What follows belongs to an exercise in optimizing a design on an open flow for small area and a short achievable clock period; a production flow would make more cautious choices. The RTL was checked by simulation tests, not by an equivalence proof against the original design. Power and IR drop assume default switching activity.

File: flow/design.v
`default_nettype none
module pkt_fifo #(
    parameter int fifo_depth = 32,
    parameter int word_w     = 33
) (
    input  wire                            clk,
    input  wire                            wr_en,
    input  wire  [$clog2(fifo_depth)-1:0]  wr_addr,
    input  wire  [word_w-1:0]              wr_word,
    input  wire  [$clog2(fifo_depth)-1:0]  rd_addr,
    output logic [word_w-1:0]              rd_word
);
    logic [word_w-1:0] mem [fifo_depth];
    always_ff @(posedge clk) begin
        if (wr_en) begin
            mem[wr_addr] <= wr_word;
        end
    end
    assign rd_word = mem[rd_addr];
endmodule
`default_nettype wire
`default_nettype none
module pkt_classifier #(
    parameter int num_prio = 4,
    parameter int data_w   = 32,
    parameter int len_w    = 8,
    parameter int fw_w     = 6
) (
    input  wire                        clk,
    input  wire                        rst,
    input  wire                        in_sop,
    input  wire                        in_eop,
    input  wire                        in_vld,
    input  wire  [data_w-1:0]          in_data,
    input  wire  [num_prio-1:0]        prio_en,
    input  wire  [num_prio*fw_w-1:0]   free_words,
    output logic [num_prio-1:0]        q_vld,
    output logic [1:0]                 q_sel,
    output logic                       q_eop,
    output logic                       drop
);
    logic [2:0]       hdr_prio;
    logic [len_w-1:0] hdr_len;
    logic [num_prio-1:0] fit;
    logic keep_now;
    logic keep_cur;
    logic       in_pkt;
    logic       keep_q;
    logic [1:0] sel_q;
    assign hdr_prio = in_data[data_w-1 -: 3];
    assign hdr_len  = in_data[data_w-4 -: len_w];
    for (genvar g = 0; g < num_prio; g++) begin : g_fit
        assign fit[g] = prio_en[g] && (len_w'(free_words[g*fw_w +: fw_w]) >= hdr_len);
    end
    assign keep_now = !hdr_prio[2] && fit[hdr_prio[1:0]];
    assign keep_cur = in_sop ? keep_now : (in_pkt && keep_q);
    assign q_sel    = in_sop ? hdr_prio[1:0] : sel_q;
    assign q_eop    = in_vld && keep_cur && in_eop;
    for (genvar g = 0; g < num_prio; g++) begin : g_steer
        assign q_vld[g] = in_vld && keep_cur && (q_sel == 2'(g));
    end
    always_ff @(posedge clk) begin
        if (rst) begin
            in_pkt <= 1'b0;
            drop   <= 1'b0;
        end else begin
            drop <= in_vld && in_sop && !keep_now;
            if (in_vld) begin
                in_pkt <= in_sop ? !in_eop : (in_pkt && !in_eop);
            end
        end
    end
    always_ff @(posedge clk) begin
        if (in_vld && in_sop) begin
            keep_q <= keep_now;
            sel_q  <= hdr_prio[1:0];
        end
    end
endmodule
`default_nettype wire
`default_nettype none
module strict_sched #(
    parameter int num_prio = 4,
    parameter int word_w   = 33,
    parameter int aw       = 5
) (
    input  wire                        clk,
    input  wire                        rst,
    input  wire  [num_prio-1:0]        ge1,
    input  wire  [num_prio-1:0]        ge2,
    input  wire                        in_inc,
    input  wire  [1:0]                 in_q,
    input  wire  [num_prio*aw-1:0]     rptr,
    output logic [1:0]                 ra_q,
    output logic [aw-1:0]              ra_i,
    input  wire  [word_w-1:0]          ra_word,
    output logic                       take,
    output logic                       busy,
    output logic [1:0]                 grant,
    input  wire                        out_ready,
    output logic                       out_sop,
    output logic                       out_eop,
    output logic                       out_vld,
    output logic [word_w-2:0]          out_data,
    output logic                       fwd
);
    logic          lock;
    logic          last;
    logic          reload;
    logic          step;
    logic [num_prio-1:0] base;
    logic [1:0]          hi_b;
    logic                any_b;
    logic [aw-1:0]       head_n [num_prio];
    logic [1:0]          cq_n;
    logic [aw-1:0]       ci_n;
    logic [1:0]          cq_i [num_prio];
    logic [aw-1:0]       ci_i [num_prio];
    logic [1:0]          lq;
    logic [aw-1:0]       li;
    logic [aw-1:0]       ra_i1;
    logic [word_w-1:0] word_a;
    logic [word_w-1:0] word_b;
    assign out_vld = busy;
    assign {out_eop, out_data} = word_a;
    assign take    = busy && out_ready;
    assign lock    = !busy && (|ge1);
    assign last    = take && out_eop;
    assign reload  = busy ? last : !lock;
    assign step    = (lock || take) && !reload;
    for (genvar g = 0; g < num_prio; g++) begin : g_base
        assign base[g]   = (busy && (grant == 2'(g))) ? ge2[g] : ge1[g];
        assign head_n[g] = (busy && (grant == 2'(g))) ? ra_i : rptr[g*aw +: aw];
    end
    always_comb begin
        hi_b = '0;
        for (int i = 0; i < num_prio; i++) begin
            if (base[i]) begin
                hi_b = 2'(i);
            end
        end
    end
    assign any_b = |base;
    assign cq_n  = hi_b;
    assign ci_n  = head_n[hi_b];
    for (genvar g = 0; g < num_prio; g++) begin : g_cand
        assign cq_i[g] = (!any_b || (2'(g) >= hi_b)) ? 2'(g) : cq_n;
        assign ci_i[g] = (!any_b || (2'(g) >= hi_b)) ? head_n[g] : ci_n;
    end
    assign lq = in_inc ? cq_i[in_q] : cq_n;
    assign li = in_inc ? ci_i[in_q] : ci_n;
    assign ra_i1 = ra_i + 1'b1;
    always_ff @(posedge clk) begin
        if (reload) begin
            ra_q <= lq;
        end
        ra_i <= ({aw{reload}} & li) | ({aw{step}} & ra_i1) |
                ({aw{!reload && !step}} & ra_i);
    end
    always_ff @(posedge clk) begin
        word_a <= (lock || take) ? ra_word : word_b;
        word_b <= (lock || take) ? ra_word : word_a;
        if (lock) begin
            grant   <= ra_q;
            out_sop <= 1'b1;
        end else if (take) begin
            out_sop <= 1'b0;
        end
    end
    always_ff @(posedge clk) begin
        if (rst) begin
            busy <= 1'b0;
            fwd  <= 1'b0;
        end else begin
            fwd <= last;
            if (lock) begin
                busy <= 1'b1;
            end else if (last) begin
                busy <= 1'b0;
            end
        end
    end
endmodule
`default_nettype wire
`default_nettype none
module pq_regs #(
    parameter int num_prio = 4,
    parameter int data_w   = 32,
    parameter int addr_w   = 4,
    parameter int cnt_w    = 16
) (
    input  wire                 clk,
    input  wire                 rst,
    input  wire                 psel,
    input  wire                 penable,
    input  wire                 pwrite,
    input  wire  [addr_w-1:0]   paddr,
    input  wire  [data_w-1:0]   pwdata,
    output logic [data_w-1:0]   prdata,
    output logic                pready,
    output logic                pslverr,
    input  wire                 drop,
    input  wire                 fwd,
    input  wire  [num_prio-1:0] pkt_avail_next,
    output logic [num_prio-1:0] prio_en
);
    logic [cnt_w-1:0] drop_cnt;
    logic [cnt_w-1:0] fwd_cnt;
    logic [cnt_w-1:0] drop_cnt_d;
    logic [cnt_w-1:0] fwd_cnt_d;
    logic [cnt_w-1:0] drop_cnt_1;
    logic [cnt_w-1:0] fwd_cnt_1;
    logic [num_prio-1:0] prio_en_d;
    logic [cnt_w-1:0] rd_d;
    logic access;
    logic wr_ctrl;
    logic wr_drop;
    logic wr_fwd;
    logic drop_up;
    logic fwd_up;
    assign access = psel && penable;
    assign pready = 1'b1;
    assign wr_ctrl = access && pwrite && (paddr == 4'h0);
    assign wr_drop = access && pwrite && (paddr == 4'h8);
    assign wr_fwd  = access && pwrite && (paddr == 4'hc);
    assign drop_cnt_1 = drop_cnt + 1'b1;
    assign fwd_cnt_1  = fwd_cnt + 1'b1;
    assign drop_up    = drop && (drop_cnt != '1);
    assign fwd_up     = fwd && (fwd_cnt != '1);
    assign prio_en_d  = rst ? '1 : wr_ctrl ? pwdata[num_prio-1:0] : prio_en;
    assign drop_cnt_d = rst ? '0 : wr_drop ? cnt_w'(drop) :
                        (({cnt_w{drop_up}} & drop_cnt_1) | ({cnt_w{!drop_up}} & drop_cnt));
    assign fwd_cnt_d  = rst ? '0 : wr_fwd ? cnt_w'(fwd) :
                        (({cnt_w{fwd_up}} & fwd_cnt_1) | ({cnt_w{!fwd_up}} & fwd_cnt));
    always_ff @(posedge clk) begin
        prio_en  <= prio_en_d;
        drop_cnt <= drop_cnt_d;
        fwd_cnt  <= fwd_cnt_d;
    end
    always_comb begin
        case (paddr)
            4'h0:    rd_d = cnt_w'(prio_en_d);
            4'h4:    rd_d = cnt_w'(pkt_avail_next);
            4'h8:    rd_d = drop_cnt_d;
            4'hc:    rd_d = fwd_cnt_d;
            default: rd_d = '0;
        endcase
    end
    always_ff @(posedge clk) begin
        prdata[cnt_w-1:0] <= rd_d;
        pslverr           <= (paddr[1:0] != 2'b00);
    end
    assign prdata[data_w-1:cnt_w] = '0;
endmodule
`default_nettype wire
`default_nettype none
module pq_top #(
    parameter int num_prio   = 4,
    parameter int fifo_depth = 32
) (
    input  wire           clk,
    input  wire           rst,
    input  wire           in_sop,
    input  wire           in_eop,
    input  wire           in_vld,
    input  wire  [31:0]   in_data,
    output logic          out_sop,
    output logic          out_eop,
    output logic          out_vld,
    output logic [31:0]   out_data,
    input  wire           out_ready,
    input  wire           psel,
    input  wire           penable,
    input  wire           pwrite,
    input  wire  [3:0]    paddr,
    input  wire  [31:0]   pwdata,
    output logic [31:0]   prdata,
    output logic          pready,
    output logic          pslverr
);
    localparam int data_w = 32;
    localparam int word_w = data_w + 1;
    localparam int aw     = $clog2(fifo_depth);
    localparam int fw_w   = aw + 1;
    logic [num_prio-1:0]       wr;
    logic [1:0]                wr_sel;
    logic                      wr_eop;
    logic                      drop;
    logic                      fwd;
    logic [num_prio-1:0]       prio_en;
    logic [fw_w-1:0]           wptr [num_prio];
    logic [fw_w-1:0]           rptr [num_prio];
    logic [fw_w-1:0]           pkt_cnt [num_prio];
    logic [fw_w-1:0]           free [num_prio];
    logic [num_prio-1:0]       avail;
    logic [num_prio-1:0]       avail_next;
    logic [num_prio-1:0]       ge2;
    logic [num_prio*fw_w-1:0]  free_words;
    logic [num_prio*aw-1:0]    rptr_flat;
    logic [num_prio-1:0]       s_we;
    logic [aw-1:0]             s_addr;
    logic [word_w-1:0]         s_word;
    logic [word_w-1:0]         q_word [num_prio];
    logic [1:0]                ra_q;
    logic [aw-1:0]             ra_i;
    logic [word_w-1:0]         ra_word;
    logic                      take;
    logic                      busy;
    logic [1:0]                grant;
    pq_regs #(.num_prio(num_prio)) i_regs (
        .clk(clk), .rst(rst),
        .psel(psel), .penable(penable), .pwrite(pwrite),
        .paddr(paddr), .pwdata(pwdata),
        .prdata(prdata), .pready(pready), .pslverr(pslverr),
        .drop(drop), .fwd(fwd), .pkt_avail_next(avail_next), .prio_en(prio_en)
    );
    pkt_classifier #(.num_prio(num_prio), .fw_w(fw_w)) i_cls (
        .clk(clk), .rst(rst),
        .in_sop(in_sop), .in_eop(in_eop), .in_vld(in_vld), .in_data(in_data),
        .prio_en(prio_en), .free_words(free_words),
        .q_vld(wr), .q_sel(wr_sel), .q_eop(wr_eop), .drop(drop)
    );
    always_ff @(posedge clk) begin
        if (rst) begin
            s_we <= '0;
        end else begin
            s_we <= wr;
        end
        s_addr <= wptr[wr_sel][aw-1:0];
        s_word <= {in_eop, in_data};
    end
    for (genvar g = 0; g < num_prio; g++) begin : g_q
        logic inc;
        logic dec;
        logic rd;
        logic [fw_w-1:0] wptr_1;
        logic [fw_w-1:0] rptr_1;
        logic [fw_w-1:0] cnt_p1;
        logic [fw_w-1:0] cnt_m1;
        logic [fw_w-1:0] free_p1;
        logic [fw_w-1:0] free_m1;
        logic            cnt_up;
        logic            cnt_dn;
        logic            free_up;
        logic            free_dn;
        pkt_fifo #(.fifo_depth(fifo_depth), .word_w(word_w)) i_fifo (
            .clk(clk),
            .wr_en(s_we[g]), .wr_addr(s_addr), .wr_word(s_word),
            .rd_addr(ra_i), .rd_word(q_word[g])
        );
        assign free_words[g*fw_w +: fw_w] = free[g];
        assign rptr_flat[g*aw +: aw]      = rptr[g][aw-1:0];
        assign ge2[g] = (pkt_cnt[g] > fw_w'(1));
        assign avail_next[g] = inc || ge2[g] || (avail[g] && !dec);
        assign rd  = take && (grant == 2'(g));
        assign inc = wr[g] && in_eop;
        assign dec = rd && out_eop;
        assign wptr_1  = wptr[g] + 1'b1;
        assign rptr_1  = rptr[g] + 1'b1;
        assign cnt_p1  = pkt_cnt[g] + 1'b1;
        assign cnt_m1  = pkt_cnt[g] - 1'b1;
        assign free_p1 = free[g] + 1'b1;
        assign free_m1 = free[g] - 1'b1;
        assign cnt_up  = inc && !dec;
        assign cnt_dn  = dec && !inc;
        assign free_up = rd && !wr[g];
        assign free_dn = wr[g] && !rd;
        always_ff @(posedge clk) begin
            if (rst) begin
                wptr[g]    <= '0;
                rptr[g]    <= '0;
                pkt_cnt[g] <= '0;
                free[g]    <= fw_w'(fifo_depth);
                avail[g]   <= 1'b0;
            end else begin
                wptr[g]    <= ({fw_w{wr[g]}} & wptr_1) | ({fw_w{!wr[g]}} & wptr[g]);
                rptr[g]    <= ({fw_w{rd}} & rptr_1) | ({fw_w{!rd}} & rptr[g]);
                pkt_cnt[g] <= ({fw_w{cnt_up}} & cnt_p1) | ({fw_w{cnt_dn}} & cnt_m1) |
                              ({fw_w{!cnt_up && !cnt_dn}} & pkt_cnt[g]);
                free[g]    <= ({fw_w{free_up}} & free_p1) | ({fw_w{free_dn}} & free_m1) |
                              ({fw_w{!free_up && !free_dn}} & free[g]);
                avail[g]   <= avail_next[g];
            end
        end
    end
    assign ra_word = (s_we[ra_q] && (s_addr == ra_i)) ? s_word : q_word[ra_q];
    strict_sched #(.num_prio(num_prio), .word_w(word_w), .aw(aw)) i_sched (
        .clk(clk), .rst(rst),
        .ge1(avail), .ge2(ge2), .in_inc(wr_eop), .in_q(wr_sel), .rptr(rptr_flat),
        .ra_q(ra_q), .ra_i(ra_i), .ra_word(ra_word),
        .take(take), .busy(busy), .grant(grant), .out_ready(out_ready),
        .out_sop(out_sop), .out_eop(out_eop), .out_vld(out_vld),
        .out_data(out_data), .fwd(fwd)
    );
endmodule
`default_nettype wire
File: flow/run.sh
#!/bin/bash
# synth_recipe.tcl (not shown) runs the flow's synth.tcl, then flattens the netlist and writes it again
# the make line also repeats each setting of config.mk as NAME=value (left out here)
make -C /OpenROAD-flow-scripts/flow DESIGN_CONFIG=/design/flow/config.mk WORK_HOME=/design/flow/orfs CLKGATE_MAP_FILE= SYNTH_SCRIPT=/design/flow/synth_recipe.tcl finish
File: flow/config.mk
export PLATFORM = sky130hd
export DESIGN_NAME = pq_top
export DESIGN_NICKNAME = pq_top
export VERILOG_FILES = /design/flow/design.v
export SDC_FILE = /design/flow/constraint.sdc
export NUM_CORES = 4
export LEC_CHECK = 0
export CAP_MARGIN = 20
export CORE_MARGIN = 2
export CORE_UTILIZATION = 55
export SETUP_SLACK_MARGIN = 4.8
export SLEW_MARGIN = 20
File: flow/constraint.sdc
create_clock -name core_clock -period 8.0 [get_ports {clk}]
set_input_delay 1.6000 -clock core_clock [delete_from_list [all_inputs] [get_ports {clk}]]
set_output_delay 1.6000 -clock core_clock [all_outputs]
set_load 0.01 [all_outputs]
==> results of run 1 <==
repair_timing:
item / CTS / global route
gates cloned: 51 / 13
buffers inserted: 132 / 77
endpoints found under the setup margin: 619 / 296
hold buffers: 0 / 0
gates resized for setup: 671 / 214
pin swaps: 88 / 113
cell type report:
class / count / area [um2] / share of cell area [%]
flip-flops and latches: 4494 / 133000 / 65.2
multi-input cells: 3162 / 42300 / 20.8
clock buffers: 555 / 11800 / 5.81
repair buffers: 653 / 8230 / 4.05
well taps: 4160 / 5200 / 2.56
clock inverters: 291 / 2860 / 1.41
inverters: 62 / 285 / 0.140
diodes: 16 / 40.0 / 0.0197
sequential cells by signal, summed over array words and instances (netlist names), 2 cells and up, named ones only:
name / count
g_q.i_fifo.mem: 4224
i_sched.word_a: 33
i_sched.word_b: 33
s_word: 33
free: 24
pkt_cnt: 24
i_regs.drop_cnt: 16
i_regs.fwd_cnt: 16
i_regs.prdata: 16
i_sched.ra_i: 5
s_addr: 5
avail: 4
i_regs.prio_en: 4
rptr: 4
s_we: 4
wptr: 4
i_cls.sel_q: 2
i_sched.grant: 2
i_sched.ra_q: 2
power by group through the flow:
stage	combinational [uW]	clock [uW]	sequential (uW)
floorplan	6730	0	26700
global placement	9690	0	26900
detailed placement	9760	0	26900
CTS	11800	21300	26300
global route	12900	22200	26300
finish	12400	21000	26300
worst max-delay path: cells and delay by family (launching register included):
kind / cells / cell delay, ns
flops: 1 / 0.40
simple gates: 2 / 0.47
buf+inv: 5 / 0.63
mux: 2 / 1.10
compound gates: 2 / 0.83
logic make-up after synthesis:
| group | Yosys count | share of synthesized area, % |
|---|---|---|
| AOI/OAI and AO/OA | 564 | 2.21 |
| xor gates and xnor gates | 76 | 0.382 |
| adders and majority gates | 71 | 0.510 |
| buffers and inverters | 525 | 1.39 |
| DFF | 4494 | 75.9 |
| muxes | 1500 | 16.9 |
| other | 2 | 0.00431 |
| and+or+nand+nor | 934 | 2.65 |
layer usage:
layer / vias to the layer above / GRT usage (%)
met5: - / 0
met4: 2 / 10.5
met3: 729 / 4.91
met2: 4167 / 48.1
met1: 48300 / 42.9
li1: 35500 / -
layout by cell type, fill, tap and decap left out, types with 35 or more instances in the layout:
master,count
edfxtp_1,4231
nand2_1,229
o21ai_0,86
clkinv_1,106
xor2_1,40
mux2i_1,273
mux2i_2,36
buf_12,47
clkinv_2,104
a21oi_1,47
mux4_2,1156
bufinv_16,50
clkdlybuf4s50_1,37
xnor2_1,35
a211o_1,39
nor3_1,44
nor2_1,205
dfxtp_1,199
buf_6,72
buf_4,321
nor2b_1,41
a211oi_1,44
buf_16,63
ha_1,46
nand3_1,54
clkbuf_16,467
o22ai_1,118
dfxtp_4,52
clkbuf_1,94
inv_1,46
and2_2,124
how the worst max path moves through the flow:
stage	end	slack [ns]
after detailed placement	pkt_cnt[2][4]$_SDFF_PP0_	2.41
after floorplan	pkt_cnt[2][4]$_SDFF_PP0_	3.77
after CTS	pkt_cnt[0][4]$_SDFF_PP0_	4.50
final	i_sched.word_a[13]$_DFF_P_	4.47
after global placement	pkt_cnt[2][4]$_SDFF_PP0_	2.33
after global routing	pkt_cnt[1][4]$_SDFF_PP0_	4.47
per-stage QoR:
step,utilization [%],total power [uW]
floorplan,-,33500
global placement,57.6,36600
detailed placement,57.6,36700
CTS,63.8,59500
global route,64.5,61500
finish,64.5,59700
==> impl_metrics.csv, run 1 <==
group,metric,value,unit
yosys,yosys.area.top_type,"edfxtp_1",
sta,min_period,3.53,ns
min_path,hold_path_class,"register to register",
sta,final_max_slew_viol_count,0,
floorplanning,row_count,206,
pwr,sw_frac_of_total,26.2,%
place,place_inst,12300,
yosys,syn_inst,8166,
place,placed_area,182000,um2
detailed_routing,vias,88700,
cts,clk_pin_slew_worst_paths,0.06,ns
sta,fin_worst_skew,0.0626,ns
finish,n_fill_cell,21000,
sta,max_freq,283,MHz
worst_setup_path,cpPeakStageDelay,0.60,ns
cts,cts.sinks,4494,
yosys,synthesis.area,174000,um2
floorplanning,die_x,567,um
cts,clock_latency,0.99,ns
pwr,power_density,294,nW/um2
pwr,intPower,44100,uW
yosys,synth_commonest_cells,"edfxtp_1, mux4_2, mux2i_1",
pwr,p_seq_share,44.1,%
finish,drive_gt1_share,32.3,%
detailed_routing,dr.pass1.iters,5,
floorplanning,die-area,321000,um2
worst_setup_path,cp-start-kind,"register",
pwr,switchingPower,15600,uW
cts,clockBufferDepth,4,
detailed_routing,met1_length,191000,um
detailed_routing,dr_wl_met2,235000,um
yosys,synth_area_leaders,"edfxtp_1, mux4_2, dfxtp_1",
finish,finalNetCount,8972,
status,run_status,"no timing/DRC/antenna violations",
place,pre_cts_slack,2.41,ns
cts,clock-root-buffer,"clkbuf_16",
worst_setup_path,r2r_setup_slack,4.47,ns
worst_setup_path,crit_path_top_delay_cell,"mux4_2",
detailed_routing,top_layer_used,"met5",
detailed_routing,drtIter0Drc,11700,
worst_setup_path,crit_start,"i_sched.ra_i[0]$_DFF_P_",
yosys,synth_enable_flop_cells,4231,
yosys,postSynthAreaPerCell,21.3,um2
finish,final_area,203000,um2
global_route,grt_usage,30.2,%
sta,rsz0062_at_grt,"true",
min_path,hold_path_end,"i_sched.word_a[11]$_DFF_P_",
global_route,antenna_found_initial,23,
floorplanning,core,315000,um2
pwr,pwr-share-clk,35.2,%
finish,stdcell_count,13400,
yosys,yosysMostFrequentCell,"edfxtp_1",
cts,cts_max_level,5,
yosys,yosysTopAreaCellShare,72.9,%
finish,area_delta_synth_final,16.7,%
place,gp_congestion,0.844,
worst_setup_path,regToRegStartpoint,"i_sched.ra_i[0]$_DFF_P_",
yosys,ys_warn_count,18,
pwr,power.leakage,0.0637,uW
pwr,ir_worst_vdd,0.348,mV
detailed_routing,drc,0,
place,dp_hpwl,256000,um
detailed_routing,dr_wl_met3,42700,um
cts,cts_tree,"built",
floorplanning,die_height,567,um
floorplanning,io_pins,146,
global_route,first_global_vias,87600,
place,io_buffers,100,
yosys,async_reset_ff_share,0,%
worst_setup_path,setup.worst_path.end_class,"register",
sta,tns,0,ns
yosys,ys_types,74,
worst_setup_path,reg2regPathDepth,11,
detailed_routing,ant_nets,0,
sta,tightest_slew,1.12,ns
worst_setup_path,crit_chain,"buf_12 > buf_16 > buf_12 > buf_16 > buf_6 > mux4_2 > mux4_2 > a311o_2 > nor4_4 > a211o_1 > nand2_1",
worst_setup_path,required,8.87,ns
detailed_routing,routed_via_density,6.62,
sta,post-route-period-util,44.1,%
yosys,synth_seq_cells,4494,
sta,finalHoldViolations,0,
min_path,holdCritStartpoint,"i_sched.word_b[11]$_DFF_P_",
sta,relSlewSlack,25.2,%
flow_run,cap_violations,0,
sta,setup_violations,0,
yosys,synth_ff_type,"edfxtp_1",
min_path,whs_path_depth,2,
sta,setup_ws,4.47,ns
floorplanning,start_util,55.3,%
worst_setup_path,regToRegEndpoint,"i_sched.word_a[13]$_DFF_P_",
sta,timing.hold.ws,0.417,ns
worst_setup_path,path_max_fanout,6,
detailed_routing,drt-wirelength-per-cell,36.5,um
global_route,grt_pass1_wl,676000,um
yosys,yosysSeqAreaShare,75.9,%
worst_setup_path,arrival,4.40,ns
global_route,gr-total-overflow,0,
global_route,grt_max_degree,90,
pwr,p_comb_share,20.7,%
detailed_routing,drt_wl_total,489000,um
cts,cts_inserted_buffers,451,
worst_setup_path,worst-setup-path-type,"register to register",
==> run 2: changes to the inputs <==
--- a/flow/design.v
+++ b/flow/design.v
@@ -326,45 +326,31 @@
         end else begin
             s_we <= wr;
         end
-        s_addr <= wptr[wr_sel][aw-1:0];
+        s_addr <= wptr_t[wr_sel][aw-1:0];
         s_word <= {in_eop, in_data};
     end
+    logic [fw_w-1:0]           wptr_t [num_prio];
     for (genvar g = 0; g < num_prio; g++) begin : g_q
-        logic inc;
         logic dec;
         logic rd;
-        logic [fw_w-1:0] wptr_1;
-        logic [fw_w-1:0] rptr_1;
-        logic [fw_w-1:0] cnt_p1;
-        logic [fw_w-1:0] cnt_m1;
-        logic [fw_w-1:0] free_p1;
-        logic [fw_w-1:0] free_m1;
-        logic            cnt_up;
-        logic            cnt_dn;
-        logic            free_up;
-        logic            free_dn;
+        logic s_inc;
+        logic [fw_w-1:0] free_t;
+        logic [fw_w-1:0] cnt_t;
         pkt_fifo #(.fifo_depth(fifo_depth), .word_w(word_w)) i_fifo (
             .clk(clk),
             .wr_en(s_we[g]), .wr_addr(s_addr), .wr_word(s_word),
             .rd_addr(ra_i), .rd_word(q_word[g])
         );
-        assign free_words[g*fw_w +: fw_w] = free[g];
+        assign s_inc     = s_we[g] && s_word[word_w-1];
+        assign wptr_t[g] = wptr[g] + fw_w'(s_we[g]);
+        assign free_t    = free[g] - fw_w'(s_we[g]);
+        assign cnt_t     = pkt_cnt[g] + fw_w'(s_inc);
+        assign free_words[g*fw_w +: fw_w] = free_t;
         assign rptr_flat[g*aw +: aw]      = rptr[g][aw-1:0];
-        assign ge2[g] = (pkt_cnt[g] > fw_w'(1));
-        assign avail_next[g] = inc || ge2[g] || (avail[g] && !dec);
+        assign ge2[g] = (cnt_t > fw_w'(1));
         assign rd  = take && (grant == 2'(g));
-        assign inc = wr[g] && in_eop;
         assign dec = rd && out_eop;
-        assign wptr_1  = wptr[g] + 1'b1;
-        assign rptr_1  = rptr[g] + 1'b1;
-        assign cnt_p1  = pkt_cnt[g] + 1'b1;
-        assign cnt_m1  = pkt_cnt[g] - 1'b1;
-        assign free_p1 = free[g] + 1'b1;
-        assign free_m1 = free[g] - 1'b1;
-        assign cnt_up  = inc && !dec;
-        assign cnt_dn  = dec && !inc;
-        assign free_up = rd && !wr[g];
-        assign free_dn = wr[g] && !rd;
+        assign avail_next[g] = (wr[g] && in_eop) || ge2[g] || (avail[g] && !dec);
         always_ff @(posedge clk) begin
             if (rst) begin
                 wptr[g]    <= '0;
@@ -373,12 +359,10 @@
                 free[g]    <= fw_w'(fifo_depth);
                 avail[g]   <= 1'b0;
             end else begin
-                wptr[g]    <= ({fw_w{wr[g]}} & wptr_1) | ({fw_w{!wr[g]}} & wptr[g]);
-                rptr[g]    <= ({fw_w{rd}} & rptr_1) | ({fw_w{!rd}} & rptr[g]);
-                pkt_cnt[g] <= ({fw_w{cnt_up}} & cnt_p1) | ({fw_w{cnt_dn}} & cnt_m1) |
-                              ({fw_w{!cnt_up && !cnt_dn}} & pkt_cnt[g]);
-                free[g]    <= ({fw_w{free_up}} & free_p1) | ({fw_w{free_dn}} & free_m1) |
-                              ({fw_w{!free_up && !free_dn}} & free[g]);
+                wptr[g]    <= wptr_t[g];
+                rptr[g]    <= rptr[g] + fw_w'(rd);
+                pkt_cnt[g] <= cnt_t - fw_w'(dec);
+                free[g]    <= free_t + fw_w'(rd);
                 avail[g]   <= avail_next[g];
             end
         end
==> run 2 against run 1 <==
  * Still clean
  * Synthesized cell count is 5.4% lower
  * Cell count is 3.0% lower
  * Register-to-register slack worse by 0.03 ns
  * Via count fell by 2.9%
  * Global-route usage grew 0.61 points
  * Combinational power up 44%
  * Die area down 0.39%
==> impl_metrics.csv, run 2 <==
group,metric,value,unit
floorplanning,core,314000,um2
status,run_status,"no timing/DRC/antenna violations",
yosys,synthesis.area,174000,um2
sta,setup_violations,0,
cts,cts_tree,"built",
yosys,ys_warn_count,20,
pwr,power.leakage,0.0638,uW
detailed_routing,drt_wl_total,491000,um
finish,final_common_cell,"edfxtp_1",
yosys,synth_commonest_cells,"edfxtp_1, mux4_2, dfxtp_1",
min_path,hold_path_class,"register to register",
finish,largest_reg_flops,4224,
yosys,synth_ff_type,"edfxtp_1",
detailed_routing,drc,0,
cts,clk_pin_slew_worst_paths,0.06,ns
detailed_routing,vias,86100,
detailed_routing,ant_nets,0,
worst_setup_path,arrival,4.40,ns
finish,regMostFlops,"g_q.i_fifo.mem",
yosys,postSynthAreaPerCell,22.5,um2
yosys,synth_seq_cells,4494,
global_route,gr-total-overflow,0,
worst_setup_path,cpPeakStageDelay,0.56,ns
flow_run,cap_violations,0,
worst_setup_path,setup.worst_path.end_class,"register",
cts,clockBufferDepth,4,
yosys,yosysMostFrequentCell,"edfxtp_1",
worst_setup_path,cp-start-kind,"register",
global_route,antenna_found_initial,32,
floorplanning,die_height,566,um
cts,cts_max_level,5,
global_route,grt_max_degree,104,
sta,min_period,3.56,ns
place,gp_congestion,0.858,
place,dp_hpwl,250000,um
sta,final_max_slew_viol_count,0,
yosys,syn_inst,7722,
place,io_buffers,100,
yosys,yosys.area.top_type,"edfxtp_1",
pwr,power_density,322,nW/um2
sta,fin_worst_skew,0.0541,ns
finish,drive_gt1_share,35.2,%
worst_setup_path,required,8.84,ns
sta,rsz0062_at_grt,"true",
sta,tns,0,ns
worst_setup_path,crit_chain,"buf_16 > buf_12 > buf_16 > buf_16 > buf_4 > mux4_2 > mux4_2 > mux4_2 > a21oi_4 > a221o_1 > nand2_1",
floorplanning,io_pins,146,
sta,tightest_slew,1.33,ns
finish,multi_input_area,41500,um2
pwr,power.total,65400,uW
detailed_routing,drt-wirelength-per-cell,37.8,um
global_route,grt_usage,30.8,%
yosys,yosysTopAreaCellShare,73.2,%
cts,cts_inserted_buffers,456,
yosys,synth_enable_flop_cells,4231,
sta,max_freq,281,MHz
yosys,async_reset_ff_share,0,%
detailed_routing,routed_via_density,6.63,
finish,regArea,133000,um2
yosys,ys_types,69,
sta,relSlewSlack,10.9,%
detailed_routing,drtIter0Drc,11900,
cts,cts.sinks,4494,
worst_setup_path,path_max_fanout,8,
sta,post-route-period-util,44.5,%
worst_setup_path,crit_path_top_delay_cell,"mux4_2",
sta,finalHoldViolations,0,
pwr,ir_worst_vdd,0.258,mV
floorplanning,start_util,55.2,%
global_route,grt_pass1_wl,675000,um
global_route,first_global_vias,85700,
yosys,yosysSeqAreaShare,76.2,%
finish,area_delta_synth_final,16.8,%
floorplanning,die-area,320000,um2
worst_setup_path,worst-setup-path-type,"register to register",
cts,clock_latency,0.98,ns
yosys,synth_area_leaders,"edfxtp_1, mux4_2, dfxtp_1",
finish,n_fill_cell,20800,
floorplanning,die_x,566,um
cts,clock-root-buffer,"clkbuf_16",
finish,mostFrequentLayoutCells,"edfxtp_1, mux4_2, clkbuf_16",
floorplanning,row_count,206,
detailed_routing,dr.pass1.iters,6,
finish,finalNetCount,8580,
-- run 2: layout make-up --
cell class / instances / area share (%)
repair buffers: 656 / 4.21
multi-input cells: 2767 / 20.5
flip-flops and latches: 4494 / 65.4
inverters: 53 / 0.107
clock inverters: 272 / 1.31
diodes: 14 / 0.0173
well taps: 4160 / 2.57
clock buffers: 569 / 5.95
-- run 2: cell families (layout without fill, tap and decap cells) --
group,after synthesis,in the layout,share of synthesized area [%]
mux,1437,1437,17.9
simple gates,785,785,2.22
other cells,2,31,0.00433
compound gates,341,342,1.30
flops,4494,4494,76.2
fa+ha+maj,75,75,0.541
xor+xnor,111,111,0.560
buf+inv,477,1550,1.28
-- run 2: path summary, 6_finish.rpt --
kind	slack, ns	start	depth (start not counted)	to
max	4.44	i_sched.ra_i[0]$_DFF_P_	11	i_sched.word_b[22]$_DFF_P_
min	0.42	i_sched.word_b[20]$_DFF_P_	2	i_sched.word_a[20]$_DFF_P_
max reg2reg	4.44	i_sched.ra_i[0]$_DFF_P_	11	i_sched.word_b[22]$_DFF_P_
min reg2reg	0.42	i_sched.word_b[20]$_DFF_P_	2	i_sched.word_a[20]$_DFF_P_
-- run 2: metal layers --
layer  track usage, %  vias to the layer above  wire [um]
met5                0                        -         45
met4             10.6                        6      18500
met3             4.74                      753      44300
met2             48.9                     4373     237000
met1             44.3                    47000     191000
li1                 -                    34000          -
-- run 2: report_power, final --
group | leakage, uW | internal (uW) | switching (uW)
Sequential | 0.0402 | 26000 | 441
Clock | 0.00721 | 12000 | 8990
Combinational | 0.0164 | 8290 | 9610
-- run 2: repair_timing --
action                                  4_1_cts  5_1_grt
resized for setup                           731      152
hold buffers                                  0        0
cloned                                       65       13
pin swaps                                    81       72
endpoints found under the setup margin      364      107
setup buffers                               166       53
-- run 2: worst max-delay path: cells and delay by family (launching register included) --
family,cells,cell delay [ns]
buffers and inverters,5,0.79
flip-flops,1,0.43
multiplexers,3,1.54
AO/OA/AOI/OAI,2,0.54
AND/OR/NAND/NOR,1,0.08
-- run 2: metrics by stage --
stage | instances | setup WS, ns | util (%) | area [um2] | hold slack (ns)
3_5_place_dp | 11800 | 2.61 | 57.4 | 181000 | 0.406
6_report | 13000 | 4.44 | 64.5 | 203000 | 0.420
4_1_cts | 12900 | 4.45 | 64.0 | 201000 | 0.416
3_3_place_gp | 11800 | 2.62 | 57.4 | 181000 | 0.405
2_1_floorplan | 7737 | 4.38 | - | 174000 | 0.392
5_1_grt | 13000 | 4.44 | 64.5 | 203000 | 0.432
==> run 3: changes to the inputs <==
--- a/flow/config.mk
+++ b/flow/config.mk
@@ -8,5 +8,7 @@
 export CAP_MARGIN = 20
 export CORE_MARGIN = 2
 export CORE_UTILIZATION = 55
+export CTS_BUF_LIST = sky130_fd_sc_hd__clkbuf_8
+export CTS_CLUSTER_SIZE = 30
 export SETUP_SLACK_MARGIN = 4.8
 export SLEW_MARGIN = 20
==> run 3 against run 2 <==
  * Cell count up 3.4%
  * Sequential cell count unchanged
  * First-iteration DRC count decreased by 7.4%
  * Critical path type unchanged
  * Register-to-register slack barely moved
  * Power shrank 5.5%
  * Synthesized cell count unchanged
  * Sequential power is essentially flat
  * Utilization decreased by 0.79 points
==> impl_metrics.csv, run 3 <==
group,metric,value,unit
status,run_status,"no timing/DRC/antenna violations",
yosys,synth_enable_flop_cells,4231,
worst_setup_path,setup.worst_path.end_class,"register",
finish,area_delta_synth_final,15.4,%
global_route,antenna_found_initial,34,
finish,final_area,200000,um2
floorplanning,row_count,206,
worst_setup_path,cp-start-kind,"register",
worst_setup_path,regToRegEndpoint,"i_sched.word_a[25]$_DFF_P_",
sta,finalHoldViolations,0,
yosys,ys_warn_count,20,
finish,final_common_cell,"edfxtp_1",
cts,clock_latency,1.26,ns
sta,relSlewSlack,12.4,%
sta,max_freq,280,MHz
floorplanning,core,314000,um2
yosys,yosys.area.top_type,"edfxtp_1",
floorplanning,die_height,566,um
yosys,synthMuxAreaShare,17.9,%
yosys,synth_top_family_by_area,"multiplexers",
min_path,hold_path_end,"i_sched.word_a[20]$_DFF_P_",
worst_setup_path,regToRegStartpoint,"i_sched.ra_i[0]$_DFF_P_",
global_route,grt_pass1_wl,670000,um
pwr,intPower,42900,uW
yosys,synth-simple-area-share,2.22,%
detailed_routing,routed_via_density,6.49,
detailed_routing,drt_wl_total,493000,um
finish,finalNetCount,8827,
yosys,synth_area_leaders,"edfxtp_1, mux4_2, dfxtp_1",
yosys,synth_commonest_cells,"edfxtp_1, mux4_2, dfxtp_1",
global_route,grt_max_degree,104,
cts,cts.sinks,4494,
detailed_routing,drtIter0Drc,11000,
finish,mostFrequentLayoutCells,"edfxtp_1, mux4_2, clkbuf_8",
sta,post-route-period-util,44.6,%
worst_setup_path,arrival,4.70,ns
cts,cts_max_level,6,
cts,cts_inserted_buffers,718,
floorplanning,die_x,566,um
sta,rsz0062_at_grt,"true",
min_path,hold_path_class,"register to register",
yosys,postSynthAreaPerCell,22.5,um2
floorplanning,start_util,55.2,%
finish,post-route-util,63.7,%
flow_run,cap_violations,0,
finish,stdcell_count,13400,
yosys,async_reset_ff_share,0,%
floorplanning,die-area,320000,um2
pwr,power.leakage,0.0640,uW
detailed_routing,ant_nets,0,
place,place_inst,11800,
sta,fin_worst_skew,0.0586,ns
pwr,ir_worst_vdd,0.254,mV
yosys,synth_seq_cells,4494,
detailed_routing,dr.pass1.iters,8,
finish,drive_gt1_share,35.5,%
yosys,yosysMostFrequentCell,"edfxtp_1",
global_route,first_global_vias,87200,
pwr,switchingPower,18900,uW
yosys,ys_types,69,
sta,setup_violations,0,
global_route,gr-total-overflow,0,
pwr,p_seq_share,42.8,%
pwr,sw_frac_of_total,30.6,%
worst_setup_path,r2r_setup_slack,4.43,ns
worst_setup_path,path_max_fanout,6,
detailed_routing,drc,0,
pwr,p_comb_share,28.1,%
worst_setup_path,worst-setup-path-type,"register to register",
sta,min_period,3.57,ns
cts,holdBufCountCts,0,
min_path,whs_path_depth,2,
place,placed_area,181000,um2
finish,n_fill_cell,21400,
yosys,synth-xor-area-share,0.560,%
detailed_routing,vias,87200,
yosys,synth_fa_ha_area_share,0.541,%
yosys,synthesis.area,174000,um2
cts,cts_tree,"built",
worst_setup_path,required,9.13,ns
cts,clockBufferDepth,4,
place,io_buffers,100,
place,dp_hpwl,250000,um
floorplanning,io_pins,146,
pwr,power_density,308,nW/um2
place,gp_congestion,0.858,
min_path,holdCritStartpoint,"i_sched.word_b[20]$_DFF_P_",
sta,tns,0,ns
finish,largest_reg_flops,4224,
sta,timing.hold.ws,0.419,ns
detailed_routing,drt-wirelength-per-cell,36.7,um
yosys,synth_compound_area_share,1.30,%
yosys,syn_inst,7722,
pwr,pwr-share-clk,29.0,%
global_route,grt_usage,30.5,%
worst_setup_path,reg2regPathDepth,12,
yosys,yosysTopAreaCellShare,73.2,%
yosys,synth_ff_type,"edfxtp_1",
finish,regMostFlops,"g_q.i_fifo.mem",
sta,tightest_slew,1.31,ns
sta,final_max_slew_viol_count,0,
yosys,yosysSeqAreaShare,76.2,%
cts,clock-root-buffer,"clkbuf_8",
cts,clk_pin_slew_worst_paths,0.07,ns
==> run 3: area by class of cell <==
| type | count | area [um2] | area share (%) |
|---|---|---|---|
| repair buffers | 642 | 8130 | 4.06 |
| diodes | 21 | 52.6 | 0.0262 |
| flip-flops and latches | 4494 | 133000 | 66.2 |
| inverters | 53 | 214 | 0.107 |
| clock buffers | 750 | 10300 | 5.15 |
| well taps | 4160 | 5200 | 2.60 |
| clock inverters | 546 | 2600 | 1.30 |
| multi-input cells | 2766 | 41200 | 20.6 |
==> run 3: cell families (layout without fill, tap and decap cells) <==
family | after synthesis | in the layout
adders and majority gates | 75 | 75
xor gates and xnor gates | 111 | 111
buffers and inverters | 477 | 1991
AOI/OAI and AO/OA | 341 | 341
other | 2 | 38
DFF | 4494 | 4494
and+or+nand+nor | 785 | 785
muxes | 1437 | 1437
==> run 3: timing repair <==
item                       in CTS  in global routing
setup endpoints to repair     543                134
gates resized for setup       679                217
gates cloned                   46                 25
pin swaps                      48                 64
buffers inserted               98                113
==> run 3: metal layers <==
layer	wire length, um	share of wire [%]	track usage [%]	vias up
met5	21	0.0043	0	-
li1	-	-	-	34600
met2	239000	48	48.7	4636
met1	190000	39	43.4	47200
met3	48500	9.8	5.85	733
met4	15300	3.1	9.62	4
==> run 3: stage by stage <==
stage	setup slack, ns	total power, uW
after floorplan	4.38	35800
after global placement	2.62	41100
after detailed placement	2.61	41200
after CTS	4.46	61000
after global routing	4.42	63600
final	4.43	61800
==> run 3: worst max-delay path by stage <==
| stage | startpoint | to | slack [ns] | cells after the start |
|---|---|---|---|---|
| after CTS | i_sched.ra_i[0]$_DFF_P_ | i_sched.word_a[9]$_DFF_P_ | 4.46 | 11 |
| after floorplan | in_data[21] | i_regs.prdata[0]$_DFF_P_ | 4.38 | 9 |
| after detailed placement | in_data[21] | i_regs.prdata[0]$_DFF_P_ | 2.61 | 10 |
| after global routing | i_sched.ra_i[0]$_DFF_P_ | i_sched.word_a[21]$_DFF_P_ | 4.42 | 14 |
| final | i_sched.ra_i[0]$_DFF_P_ | i_sched.word_a[25]$_DFF_P_ | 4.43 | 12 |
| after global placement | in_data[21] | i_regs.prdata[0]$_DFF_P_ | 2.62 | 10 |
==> run 3: critical path, stage by stage (launching register included) <==
cell and delay, ns:
dfxtp_4 0.43, buf_12 0.14, clkbuf_16 0.19, buf_6 0.13
buf_16 0.13, buf_6 0.18, mux4_2 0.52, mux4_2 0.57
a22o_4 0.33, nand2_4 0.10, a32o_2 0.42, a21oi_4 0.12
a21o_1 0.16
==> run 3: power groups by stage <==
stage	Combinational, uW	Clock, uW	Sequential (uW)
3_3_place_gp	14000	0	27000
5_1_grt	17900	19200	26500
4_1_cts	16400	18200	26500
2_1_floorplan	9080	0	26800
3_5_place_dp	14100	0	27000
6_report	17400	17900	26500
==> run 4: changes to the inputs <==
--- a/flow/design.v
+++ b/flow/design.v
@@ -81,21 +81,16 @@
 `default_nettype none
 module strict_sched #(
     parameter int num_prio = 4,
-    parameter int word_w   = 33,
-    parameter int aw       = 5
+    parameter int word_w   = 33
 ) (
     input  wire                        clk,
     input  wire                        rst,
-    input  wire  [num_prio-1:0]        ge1,
-    input  wire  [num_prio-1:0]        ge2,
-    input  wire                        in_inc,
-    input  wire  [1:0]                 in_q,
-    input  wire  [num_prio*aw-1:0]     rptr,
-    output logic [1:0]                 ra_q,
-    output logic [aw-1:0]              ra_i,
-    input  wire  [word_w-1:0]          ra_word,
+    input  wire  [num_prio-1:0]        pkt_avail,
+    input  wire  [num_prio*word_w-1:0] nxt_word,
+    input  wire  [num_prio-1:0]        nxt_byp,
+    input  wire  [word_w-1:0]          s_word,
+    output logic [num_prio-1:0]        q_load,
     output logic                       take,
-    output logic                       busy,
     output logic [1:0]                 grant,
     input  wire                        out_ready,
     output logic                       out_sop,
@@ -104,68 +99,39 @@
     output logic [word_w-2:0]          out_data,
     output logic                       fwd
 );
-    logic          lock;
-    logic          last;
-    logic          reload;
-    logic          step;
-    logic [num_prio-1:0] base;
-    logic [1:0]          hi_b;
-    logic                any_b;
-    logic [aw-1:0]       head_n [num_prio];
-    logic [1:0]          cq_n;
-    logic [aw-1:0]       ci_n;
-    logic [1:0]          cq_i [num_prio];
-    logic [aw-1:0]       ci_i [num_prio];
-    logic [1:0]          lq;
-    logic [aw-1:0]       li;
-    logic [aw-1:0]       ra_i1;
+    logic             busy;
+    logic             lock;
+    logic             last;
+    logic [1:0]       hi_idx;
+    logic [1:0]       sel;
+    logic [word_w-1:0] word_n;
     logic [word_w-1:0] word_a;
     logic [word_w-1:0] word_b;
     assign out_vld = busy;
     assign {out_eop, out_data} = word_a;
     assign take    = busy && out_ready;
-    assign lock    = !busy && (|ge1);
+    assign lock    = !busy && (|pkt_avail);
     assign last    = take && out_eop;
-    assign reload  = busy ? last : !lock;
-    assign step    = (lock || take) && !reload;
-    for (genvar g = 0; g < num_prio; g++) begin : g_base
-        assign base[g]   = (busy && (grant == 2'(g))) ? ge2[g] : ge1[g];
-        assign head_n[g] = (busy && (grant == 2'(g))) ? ra_i : rptr[g*aw +: aw];
-    end
     always_comb begin
-        hi_b = '0;
+        hi_idx = '0;
         for (int i = 0; i < num_prio; i++) begin
-            if (base[i]) begin
-                hi_b = 2'(i);
+            if (pkt_avail[i]) begin
+                hi_idx = 2'(i);
             end
         end
     end
-    assign any_b = |base;
-    assign cq_n  = hi_b;
-    assign ci_n  = head_n[hi_b];
-    for (genvar g = 0; g < num_prio; g++) begin : g_cand
-        assign cq_i[g] = (!any_b || (2'(g) >= hi_b)) ? 2'(g) : cq_n;
-        assign ci_i[g] = (!any_b || (2'(g) >= hi_b)) ? head_n[g] : ci_n;
+    assign sel    = busy ? grant : hi_idx;
+    assign word_n = nxt_byp[sel] ? s_word : nxt_word[sel*word_w +: word_w];
+    for (genvar g = 0; g < num_prio; g++) begin : g_load
+        assign q_load[g] = (lock || (take && !out_eop)) && (sel == 2'(g));
     end
-    assign lq = in_inc ? cq_i[in_q] : cq_n;
-    assign li = in_inc ? ci_i[in_q] : ci_n;
-    assign ra_i1 = ra_i + 1'b1;
     always_ff @(posedge clk) begin
-        if (reload) begin
-            ra_q <= lq;
-        end
-        ra_i <= ({aw{reload}} & li) | ({aw{step}} & ra_i1) |
-                ({aw{!reload && !step}} & ra_i);
-    end
-    always_ff @(posedge clk) begin
-        word_a <= (lock || take) ? ra_word : word_b;
-        word_b <= (lock || take) ? ra_word : word_a;
+        word_a <= (lock || take) ? word_n : word_b;
+        word_b <= (lock || take) ? word_n : word_a;
         if (lock) begin
-            grant   <= ra_q;
-            out_sop <= 1'b1;
-        end else if (take) begin
-            out_sop <= 1'b0;
+            grant <= hi_idx;
         end
+        out_sop <= lock || (out_sop && !take);
     end
     always_ff @(posedge clk) begin
         if (rst) begin
@@ -289,23 +255,20 @@
     logic                      fwd;
     logic [num_prio-1:0]       prio_en;
     logic [fw_w-1:0]           wptr [num_prio];
-    logic [fw_w-1:0]           rptr [num_prio];
+    logic [fw_w-1:0]           wptr_t [num_prio];
     logic [fw_w-1:0]           pkt_cnt [num_prio];
     logic [fw_w-1:0]           free [num_prio];
     logic [num_prio-1:0]       avail;
     logic [num_prio-1:0]       avail_next;
-    logic [num_prio-1:0]       ge2;
     logic [num_prio*fw_w-1:0]  free_words;
-    logic [num_prio*aw-1:0]    rptr_flat;
     logic [num_prio-1:0]       s_we;
     logic [aw-1:0]             s_addr;
+    logic [aw-1:0]             s_addr1;
     logic [word_w-1:0]         s_word;
-    logic [word_w-1:0]         q_word [num_prio];
-    logic [1:0]                ra_q;
-    logic [aw-1:0]             ra_i;
-    logic [word_w-1:0]         ra_word;
+    logic [num_prio*word_w-1:0] nxt_flat;
+    logic [num_prio-1:0]       nxt_byp;
+    logic [num_prio-1:0]       q_load;
     logic                      take;
-    logic                      busy;
     logic [1:0]                grant;
     pq_regs #(.num_prio(num_prio)) i_regs (
         .clk(clk), .rst(rst),
@@ -326,53 +289,61 @@
         end else begin
             s_we <= wr;
         end
-        s_addr <= wptr_t[wr_sel][aw-1:0];
-        s_word <= {in_eop, in_data};
+        s_addr  <= wptr_t[wr_sel][aw-1:0];
+        s_addr1 <= wptr_t[wr_sel][aw-1:0] + 1'b1;
+        s_word  <= {in_eop, in_data};
     end
-    logic [fw_w-1:0]           wptr_t [num_prio];
     for (genvar g = 0; g < num_prio; g++) begin : g_q
         logic dec;
         logic rd;
         logic s_inc;
-        logic [fw_w-1:0] free_t;
-        logic [fw_w-1:0] cnt_t;
+        logic [fw_w-1:0]   free_t;
+        logic [fw_w-1:0]   cnt_t;
+        logic [aw-1:0]     ra;
+        logic [word_w-1:0] rd_word;
+        logic [word_w-1:0] nxt;
         pkt_fifo #(.fifo_depth(fifo_depth), .word_w(word_w)) i_fifo (
             .clk(clk),
             .wr_en(s_we[g]), .wr_addr(s_addr), .wr_word(s_word),
-            .rd_addr(ra_i), .rd_word(q_word[g])
+            .rd_addr(ra), .rd_word(rd_word)
         );
         assign s_inc     = s_we[g] && s_word[word_w-1];
         assign wptr_t[g] = wptr[g] + fw_w'(s_we[g]);
         assign free_t    = free[g] - fw_w'(s_we[g]);
         assign cnt_t     = pkt_cnt[g] + fw_w'(s_inc);
         assign free_words[g*fw_w +: fw_w] = free_t;
-        assign rptr_flat[g*aw +: aw]      = rptr[g][aw-1:0];
-        assign ge2[g] = (cnt_t > fw_w'(1));
         assign rd  = take && (grant == 2'(g));
         assign dec = rd && out_eop;
-        assign avail_next[g] = (wr[g] && in_eop) || ge2[g] || (avail[g] && !dec);
+        assign avail_next[g] = (wr[g] && in_eop) || (cnt_t > fw_w'(1)) || (avail[g] && !dec);
+        assign nxt_byp[g] = s_we[g] && (s_addr1 == ra);
+        assign nxt_flat[g*word_w +: word_w] = nxt;
         always_ff @(posedge clk) begin
             if (rst) begin
                 wptr[g]    <= '0;
-                rptr[g]    <= '0;
                 pkt_cnt[g] <= '0;
                 free[g]    <= fw_w'(fifo_depth);
                 avail[g]   <= 1'b0;
+                ra         <= aw'(1);
             end else begin
                 wptr[g]    <= wptr_t[g];
-                rptr[g]    <= rptr[g] + fw_w'(rd);
                 pkt_cnt[g] <= cnt_t - fw_w'(dec);
                 free[g]    <= free_t + fw_w'(rd);
                 avail[g]   <= avail_next[g];
+                ra         <= ra + aw'(q_load[g]);
+            end
+        end
+        always_ff @(posedge clk) begin
+            if (q_load[g]) begin
+                nxt <= (s_we[g] && (s_addr == ra)) ? s_word : rd_word;
+            end else if (nxt_byp[g]) begin
+                nxt <= s_word;
             end
         end
     end
-    assign ra_word = (s_we[ra_q] && (s_addr == ra_i)) ? s_word : q_word[ra_q];
-    strict_sched #(.num_prio(num_prio), .word_w(word_w), .aw(aw)) i_sched (
+    strict_sched #(.num_prio(num_prio), .word_w(word_w)) i_sched (
         .clk(clk), .rst(rst),
-        .ge1(avail), .ge2(ge2), .in_inc(wr_eop), .in_q(wr_sel), .rptr(rptr_flat),
-        .ra_q(ra_q), .ra_i(ra_i), .ra_word(ra_word),
-        .take(take), .busy(busy), .grant(grant), .out_ready(out_ready),
+        .pkt_avail(avail), .nxt_word(nxt_flat), .nxt_byp(nxt_byp), .s_word(s_word),
+        .q_load(q_load), .take(take), .grant(grant), .out_ready(out_ready),
         .out_sop(out_sop), .out_eop(out_eop), .out_vld(out_vld),
         .out_data(out_data), .fwd(fwd)
     );
--- a/flow/config.mk
+++ b/flow/config.mk
@@ -8,7 +8,5 @@
 export CAP_MARGIN = 20
 export CORE_MARGIN = 2
 export CORE_UTILIZATION = 55
-export CTS_BUF_LIST = sky130_fd_sc_hd__clkbuf_8
-export CTS_CLUSTER_SIZE = 30
 export SETUP_SLACK_MARGIN = 4.8
 export SLEW_MARGIN = 20
==> run 4 against run 3 <==
  * Critical path type unchanged
  * Largest cell class unchanged
  * Sequential cell count up 130
  * Largest power group unchanged
  * Clock skew down 0.018 ns
  * The layout now fails its checks (antenna rules)
  * Combinational power down 56%
  * Register-to-register slack better by 0.27 ns
  * Fmax up 8.0%
  * Die area up 2.8%
  * Sequential share of layout area up 1.3 points
  * Highest routed layer unchanged
  * Critical endpoint is now g_q[0].i_fifo.mem[5][30]$_DFFE_PP_
  * Wire length down 6.1%
  * Power down 7.7%
  * Global-route usage down 2.6 points
==> impl_metrics.csv, run 4 <==
group,metric,value,unit
cts,clockBufferDepth,4,
yosys,syn_inst,7991,
cts,cts_tree,"built",
worst_setup_path,setup.worst_path.end_class,"register",
detailed_routing,drt_wl_total,463000,um
sta,relSlewSlack,18.9,%
detailed_routing,top_layer_used,"met5",
floorplanning,die-area,329000,um2
worst_setup_path,cpPeakStageDelay,0.84,ns
detailed_routing,drt-wirelength-per-cell,35.2,um
sta,tightest_slew,1.22,ns
yosys,yosysSeqAreaShare,76.3,%
floorplanning,start_util,55.2,%
worst_setup_path,cp-start-kind,"register",
detailed_routing,drc,0,
cts,cts_max_level,5,
detailed_routing,routed_via_density,6.49,
yosys,yosysTopAreaCellShare,73.4,%
finish,final_common_cell,"edfxtp_1",
floorplanning,io_pins,146,
finish,n_fill_cell,22000,
pwr,power.leakage,0.0639,uW
finish,largest_reg_flops,4224,
detailed_routing,vias,85400,
pwr,ir_worst_vdd,0.205,mV
yosys,yosysMostFrequentCell,"edfxtp_1",
global_route,grt_usage,27.9,%
sta,final_max_slew_viol_count,0,
worst_setup_path,arrival,3.89,ns
sta,post-route-period-util,41.3,%
finish,drive_gt1_share,30.9,%
sta,max_freq,302,MHz
worst_setup_path,worst-setup-path-type,"register to register",
status,violations,"antenna rules",
finish,finalNetCount,8551,
yosys,async_reset_ff_share,0,%
detailed_routing,dr_wl_met2,218000,um
floorplanning,row_count,209,
yosys,synth_seq_cells,4624,
pwr,power.total,57000,uW
finish,area_delta_synth_final,13.4,%
global_route,grt_pass1_wl,645000,um
cts,clock-root-buffer,"clkbuf_16",
finish,top_regs,"g_q.i_fifo.mem: 4224 flops, g_q.nxt: 132 flops",
worst_setup_path,crit_path_top_delay_cell,"and2_4",
floorplanning,core,323000,um2
yosys,synth_enable_flop_cells,4361,
place,gp_congestion,0.868,
floorplanning,die_x,574,um
sta,finalHoldViolations,0,
detailed_routing,met1_length,192000,um
detailed_routing,dr.pass1.iters,6,
sta,setup_violations,0,
global_route,grt_max_degree,141,
global_route,first_global_vias,86200,
status,run_status,"failed layout checks",
finish,mostFrequentLayoutCells,"edfxtp_1, mux4_2, clkbuf_16",
cts,cts_inserted_buffers,466,
detailed_routing,drtIter0Drc,11300,
worst_setup_path,crit_chain,"or3b_2 > nor2_2 > and2_4",
cts,clock_latency,0.98,ns
place,dp_hpwl,235000,um
pwr,power_density,282,nW/um2
yosys,ys_types,66,
worst_setup_path,path_max_fanout,33,
finish,post-route-util,62.5,%
global_route,antenna_found_initial,35,
yosys,synth_area_leaders,"edfxtp_1, mux4_2, dfxtp_1",
place,io_buffers,100,
yosys,synth_commonest_cells,"edfxtp_1, mux4_2, nor2_1",
detailed_routing,dr_wl_met3,38800,um
sta,min_period,3.31,ns
sta,rsz0062_at_grt,"true",
yosys,ys_warn_count,10,
detailed_routing,ant_nets,1,
cts,clk_pin_slew_worst_paths,0.06,ns
yosys,synthesis.area,178000,um2
cts,cts.sinks,4624,
yosys,postSynthAreaPerCell,22.3,um2
min_path,hold_path_class,"register to register",
yosys,yosys.area.top_type,"edfxtp_1",
yosys,synth_ff_type,"edfxtp_1",
worst_setup_path,required,8.58,ns
floorplanning,die_height,574,um
global_route,gr-total-overflow,0,
sta,fin_worst_skew,0.0405,ns
finish,regMostFlops,"g_q.i_fifo.mem",
sta,tns,0,ns
flow_run,cap_violations,0,
[run 4: worst max-delay path: cells and delay by family, from the launching register on]
kind / cells / cell delay, ns
and+or+nand+nor: 3 / 2.10
DFF: 1 / 0.72
[run 4: metrics by stage]
step | std cells | instance area (um2) | setup slack [ns] | hold WS [ns]
after floorplan | 8006 | 179000 | 4.70 | 0.416
after global placement | 12200 | 185000 | 3.06 | 0.434
after detailed placement | 12200 | 185000 | 3.04 | 0.431
after CTS | 13100 | 202000 | 4.56 | 0.441
after global routing | 13100 | 202000 | 4.67 | 0.467
final | 13100 | 202000 | 4.69 | 0.434
[run 4: logic make-up (layout without fill, tap and decap cells)]
group                      Yosys count  after routing  synth area share [%]
DFF                               4624           4624                  76.3
buffers and inverters              496           1284                  1.19
and+or+nand+nor                    814            815                  2.20
muxes                             1502           1503                  17.7
xor gates and xnor gates           151            151                 0.741
AOI/OAI and AO/OA                  327            328                  1.27
adders and majority gates           75             75                 0.526
other                                2             38               0.00421
[run 4: timing repair]
item | 4_1_cts | 5_1_grt
setup endpoints to repair | 1350 | 854
cloned | 7 | 6
hold buffers | 0 | 0
setup buffers | 22 | 12
pin swaps | 1 | 6
gates resized for setup | 401 | 63
[run 4: path summary, 6_finish.rpt]
check	from	end	slack (ns)	cells after the start
hold reg to reg	i_sched.word_b[18]$_DFF_P_	i_sched.word_a[18]$_DFF_P_	0.43	2
setup / recovery	s_addr[2]$_DFF_P_	g_q[0].i_fifo.mem[5][30]$_DFFE_PP_	4.69	3
setup reg to reg	s_addr[2]$_DFF_P_	g_q[0].i_fifo.mem[5][30]$_DFFE_PP_	4.69	3
hold / removal	i_sched.word_b[18]$_DFF_P_	i_sched.word_a[18]$_DFF_P_	0.43	2
[run 4: cell type report]
class	count	area, um2	area share [%]
repair buffers	361	3780	1.87
multi-input cells	2889	41200	20.4
clock buffers	586	12400	6.14
inverters	57	214	0.106
well taps	4325	5410	2.67
diodes	21	52.6	0.0260
clock inverters	280	2690	1.33
flip-flops and latches	4624	137000	67.5
[run 4: layer usage]
metal / track usage [%] / up-vias
li1: - / 34400
met1: 41.7 / 46500
met2: 43.1 / 3835
met3: 4.74 / 642
met4: 8.00 / 4
met5: 0 / -
[run 4: where the power goes]
group	switching (uW)	leakage, uW	internal [uW]
logic	4070	0.0151	3530
clock network	9070	0.00740	12500
registers	655	0.0414	27100
total	13800	0.0639	43200
==> run 5: changes to the inputs <==
--- a/flow/design.v
+++ b/flow/design.v
@@ -5,15 +5,17 @@
 ) (
     input  wire                            clk,
     input  wire                            wr_en,
-    input  wire  [$clog2(fifo_depth)-1:0]  wr_addr,
+    input  wire  [fifo_depth-1:0]          wr_sel,
     input  wire  [word_w-1:0]              wr_word,
     input  wire  [$clog2(fifo_depth)-1:0]  rd_addr,
     output logic [word_w-1:0]              rd_word
 );
     logic [word_w-1:0] mem [fifo_depth];
     always_ff @(posedge clk) begin
-        if (wr_en) begin
-            mem[wr_addr] <= wr_word;
+        for (int i = 0; i < fifo_depth; i++) begin
+            if (wr_en && wr_sel[i]) begin
+                mem[i] <= wr_word;
+            end
         end
     end
     assign rd_word = mem[rd_addr];
@@ -264,6 +266,7 @@
     logic [num_prio-1:0]       s_we;
     logic [aw-1:0]             s_addr;
     logic [aw-1:0]             s_addr1;
+    logic [fifo_depth-1:0]     s_oh;
     logic [word_w-1:0]         s_word;
     logic [num_prio*word_w-1:0] nxt_flat;
     logic [num_prio-1:0]       nxt_byp;
@@ -291,12 +294,16 @@
         end
         s_addr  <= wptr_t[wr_sel][aw-1:0];
         s_addr1 <= wptr_t[wr_sel][aw-1:0] + 1'b1;
+        for (int i = 0; i < fifo_depth; i++) begin
+            s_oh[i] <= (wptr_t[wr_sel][aw-1:0] == aw'(i));
+        end
         s_word  <= {in_eop, in_data};
     end
     for (genvar g = 0; g < num_prio; g++) begin : g_q
         logic dec;
         logic rd;
         logic s_inc;
+        logic ge2;
         logic [fw_w-1:0]   free_t;
         logic [fw_w-1:0]   cnt_t;
         logic [aw-1:0]     ra;
@@ -304,7 +311,7 @@
         logic [word_w-1:0] nxt;
         pkt_fifo #(.fifo_depth(fifo_depth), .word_w(word_w)) i_fifo (
             .clk(clk),
-            .wr_en(s_we[g]), .wr_addr(s_addr), .wr_word(s_word),
+            .wr_en(s_we[g]), .wr_sel(s_oh), .wr_word(s_word),
             .rd_addr(ra), .rd_word(rd_word)
         );
         assign s_inc     = s_we[g] && s_word[word_w-1];
@@ -314,7 +321,8 @@
         assign free_words[g*fw_w +: fw_w] = free_t;
         assign rd  = take && (grant == 2'(g));
         assign dec = rd && out_eop;
-        assign avail_next[g] = (wr[g] && in_eop) || (cnt_t > fw_w'(1)) || (avail[g] && !dec);
+        assign ge2 = (pkt_cnt[g] > fw_w'(1)) || ((pkt_cnt[g] == fw_w'(1)) && s_inc);
+        assign avail_next[g] = (wr[g] && in_eop) || ge2 || (avail[g] && !dec);
         assign nxt_byp[g] = s_we[g] && (s_addr1 == ra);
         assign nxt_flat[g*word_w +: word_w] = nxt;
         always_ff @(posedge clk) begin
==> run 5 against run 4 <==
  * Now clean on timing, DRC and antenna
  * Cell count is 17% higher
  * Fmax is 3.5% lower
  * First-iteration DRC count rose by 68%
  * Critical path type unchanged
  * Critical endpoint is now i_sched.word_a[16]$_DFF_P_
  * Largest cell class unchanged
==> impl_metrics.csv, run 5 <==
group,metric,value,unit
min_path,hold_path_class,"register to register",
yosys,yosysSeqAreaShare,79.3,%
finish,largest_reg_flops,4224,
yosys,syn_inst,10300,
yosys,async_reset_ff_share,0,%
place,place_inst,14400,
yosys,ys_types,83,
yosys,synth_enable_flop_cells,4361,
cts,cts_tree,"built",
detailed_routing,vias,108000,
finish,finalNetCount,11100,
yosys,synth_area_leaders,"edfxtp_1, a22oi_1, dfxtp_1",
status,run_status,"no timing/DRC/antenna violations",
finish,regArea,137000,um2
sta,finalHoldViolations,0,
detailed_routing,routed_via_density,7.00,
worst_setup_path,crit_end,"i_sched.word_a[16]$_DFF_P_",
floorplanning,die_height,564,um
yosys,yosysMostFrequentCell,"edfxtp_1",
pwr,p_comb_share,16.3,%
worst_setup_path,reg2regPathDepth,9,
detailed_routing,ant_nets,0,
cts,cts_max_level,5,
pwr,p_seq_share,47.4,%
sta,fin_worst_skew,0.0668,ns
sta,tightest_slew,1.23,ns
place,io_buffers,100,
sta,post-route-period-util,42.8,%
place,dp_hpwl,315000,um
finish,stdcell_count,15400,
floorplanning,start_util,55.3,%
cts,clk_pin_slew_worst_paths,0.06,ns
cts,clockBufferDepth,4,
cts,clock-root-buffer,"clkbuf_16",
worst_setup_path,required,8.83,ns
yosys,yosysTopAreaCellShare,75.9,%
floorplanning,die-area,318000,um2
floorplanning,core,312000,um2
detailed_routing,drt_wl_total,611000,um
sta,min_period,3.43,ns
cts,cts_inserted_buffers,464,
sta,final_max_slew_viol_count,0,
finish,area_delta_synth_final,15.3,%
finish,drive_gt1_share,16.4,%
place,placed_area,180000,um2
yosys,ys_warn_count,11,
place,gp_congestion,0.976,
pwr,ir_worst_vdd,0.234,mV
pwr,power.leakage,0.0648,uW
floorplanning,die_x,564,um
pwr,power_density,297,nW/um2
sta,timing.hold.ws,0.437,ns
detailed_routing,dr.pass1.iters,9,
pwr,pwr-share-clk,36.3,%
sta,max_freq,292,MHz
sta,rsz0062_at_grt,"true",
pwr,intPower,42600,uW
sta,setup_violations,0,
worst_setup_path,regToRegEndpoint,"i_sched.word_a[16]$_DFF_P_",
yosys,synth_ff_type,"edfxtp_1",
floorplanning,row_count,205,
pwr,sw_frac_of_total,27.8,%
finish,mostFrequentLayoutCells,"edfxtp_1, a22oi_1, nand2_1",
yosys,synthesis.area,173000,um2
global_route,gr-total-overflow,0,
global_route,antenna_found_initial,27,
min_path,whs_path_depth,2,
worst_setup_path,crit_start,"g_q[3].ra[4]$_SDFF_PP0_",
global_route,first_global_vias,102000,
flow_run,cap_violations,0,
worst_setup_path,regToRegStartpoint,"g_q[3].ra[4]$_SDFF_PP0_",
yosys,yosys.area.top_type,"edfxtp_1",
finish,final_common_cell,"edfxtp_1",
worst_setup_path,arrival,4.25,ns
finish,final_area,199000,um2
detailed_routing,drc,0,
worst_setup_path,path_max_fanout,32,
sta,relSlewSlack,18.3,%
worst_setup_path,setup.worst_path.end_class,"register",
finish,top_regs,"g_q.i_fifo.mem: 4224 flops, g_q.nxt: 132 flops",
pwr,power.total,59100,uW
worst_setup_path,r2r_setup_slack,4.57,ns
finish,n_fill_cell,21900,
cts,cts.sinks,4656,
global_route,grt_usage,38.0,%
worst_setup_path,cp-start-kind,"register",
cts,clock_latency,1.02,ns
yosys,synth_seq_cells,4656,
worst_setup_path,worst-setup-path-type,"register to register",
yosys,synth_commonest_cells,"edfxtp_1, a22oi_1, nand2_1",
sta,tns,0,ns
detailed_routing,drtIter0Drc,19000,
detailed_routing,drt-wirelength-per-cell,39.6,um
finish,multi_input_area,35600,um2
finish,regMostFlops,"g_q.i_fifo.mem",
yosys,postSynthAreaPerCell,16.7,um2
pwr,switchingPower,16400,uW
global_route,grt_pass1_wl,828000,um
global_route,grt_max_degree,103,
floorplanning,io_pins,146,
==> run 5: how the worst min path moves through the flow <==
stage | slack, ns | end | startpoint
detailed placement | 0.42 | i_sched.word_a[31]$_DFF_P_ | i_sched.word_b[31]$_DFF_P_
floorplan | 0.40 | i_sched.word_a[31]$_DFF_P_ | i_sched.word_b[31]$_DFF_P_
global placement | 0.41 | i_sched.word_a[31]$_DFF_P_ | i_sched.word_b[31]$_DFF_P_
finish | 0.44 | i_sched.word_a[17]$_DFF_P_ | i_sched.word_b[17]$_DFF_P_
CTS | 0.43 | i_sched.word_a[20]$_DFF_P_ | i_sched.word_b[20]$_DFF_P_
global route | 0.46 | i_sched.word_a[21]$_DFF_P_ | i_sched.word_b[21]$_DFF_P_
==> run 5: cell type report <==
| cell class | count | share of cell area, % |
|---|---|---|
| antenna | 11 | 0.0138 |
| multi-input combinational | 5029 | 17.9 |
| inverter | 91 | 0.174 |
| tap | 4140 | 2.60 |
| timing repair buffer | 655 | 2.95 |
| clock buffer | 602 | 6.29 |
| clock inverter | 258 | 1.18 |
| sequential | 4656 | 68.9 |
==> run 5: stage by stage <==
stage          worst slack (ns)  utilization, %
6_report                   4.57            63.8
5_1_grt                    4.67            63.8
4_1_cts                    4.71            63.4
3_5_place_dp               3.14            57.8
3_3_place_gp               3.18            57.8
2_1_floorplan              4.57               -
==> run 5: power by group through the flow <==
stage / Combinational (uW) / Sequential (uW) / Clock [uW]
final: 9660 / 28000 / 21500
after floorplan: 3960 / 28300 / 0
after global placement: 8150 / 28400 / 0
after CTS: 9070 / 28000 / 21500
after global routing: 9850 / 28000 / 22500
after detailed placement: 8260 / 28400 / 0
==> run 5: metal layers <==
metal  routed length (um)  track usage [%]  vias up
met5                   60                0        -
met4                35000             18.2        8
met3                81900             7.89     1431
met2               275000             58.0     8416
met1               219000             52.8    55300
li1                     -                -    42900
==> run 5: logic make-up (layout without fill, tap and decap cells) <==
group / count (synthesis) / after routing / synth area share (%)
mux: 30 / 31 / 0.207
xor+xnor: 139 / 139 / 0.706
fa+ha+maj: 107 / 107 / 0.793
buf+inv: 673 / 1606 / 1.80
flops: 4656 / 4656 / 79.3
other cells: 2 / 28 / 0.00435
simple gates: 2240 / 2241 / 6.43
compound gates: 2490 / 2494 / 10.7
==> run 5: timing repair <==
item	in CTS	in global routing
setup buffers	142	37
gates cloned	6	2
hold buffers	0	0
resized for setup	442	110
endpoints found under the setup margin	432	189
pin swaps	83	17
==> run 5: critical path, stage by stage, from the launching register on <==
cell	delay (ns)
dfxtp_4	0.52
buf_4	0.36
xnor2_1	0.15
and4_1	0.24
a21oi_2	0.07
buf_4	0.29
a221oi_2	0.71
nor2_1	0.16
a211oi_4	0.63
nor2_1	0.11

Setup slack of run 5, layout unchanged: 4.573 ns with ideal ports, 4.573 ns with driving cells assumed (clock clkbuf_16, inputs buf_2), 3.897 ns with port delays also shifted by the 1.089 ns mid clock arrival.
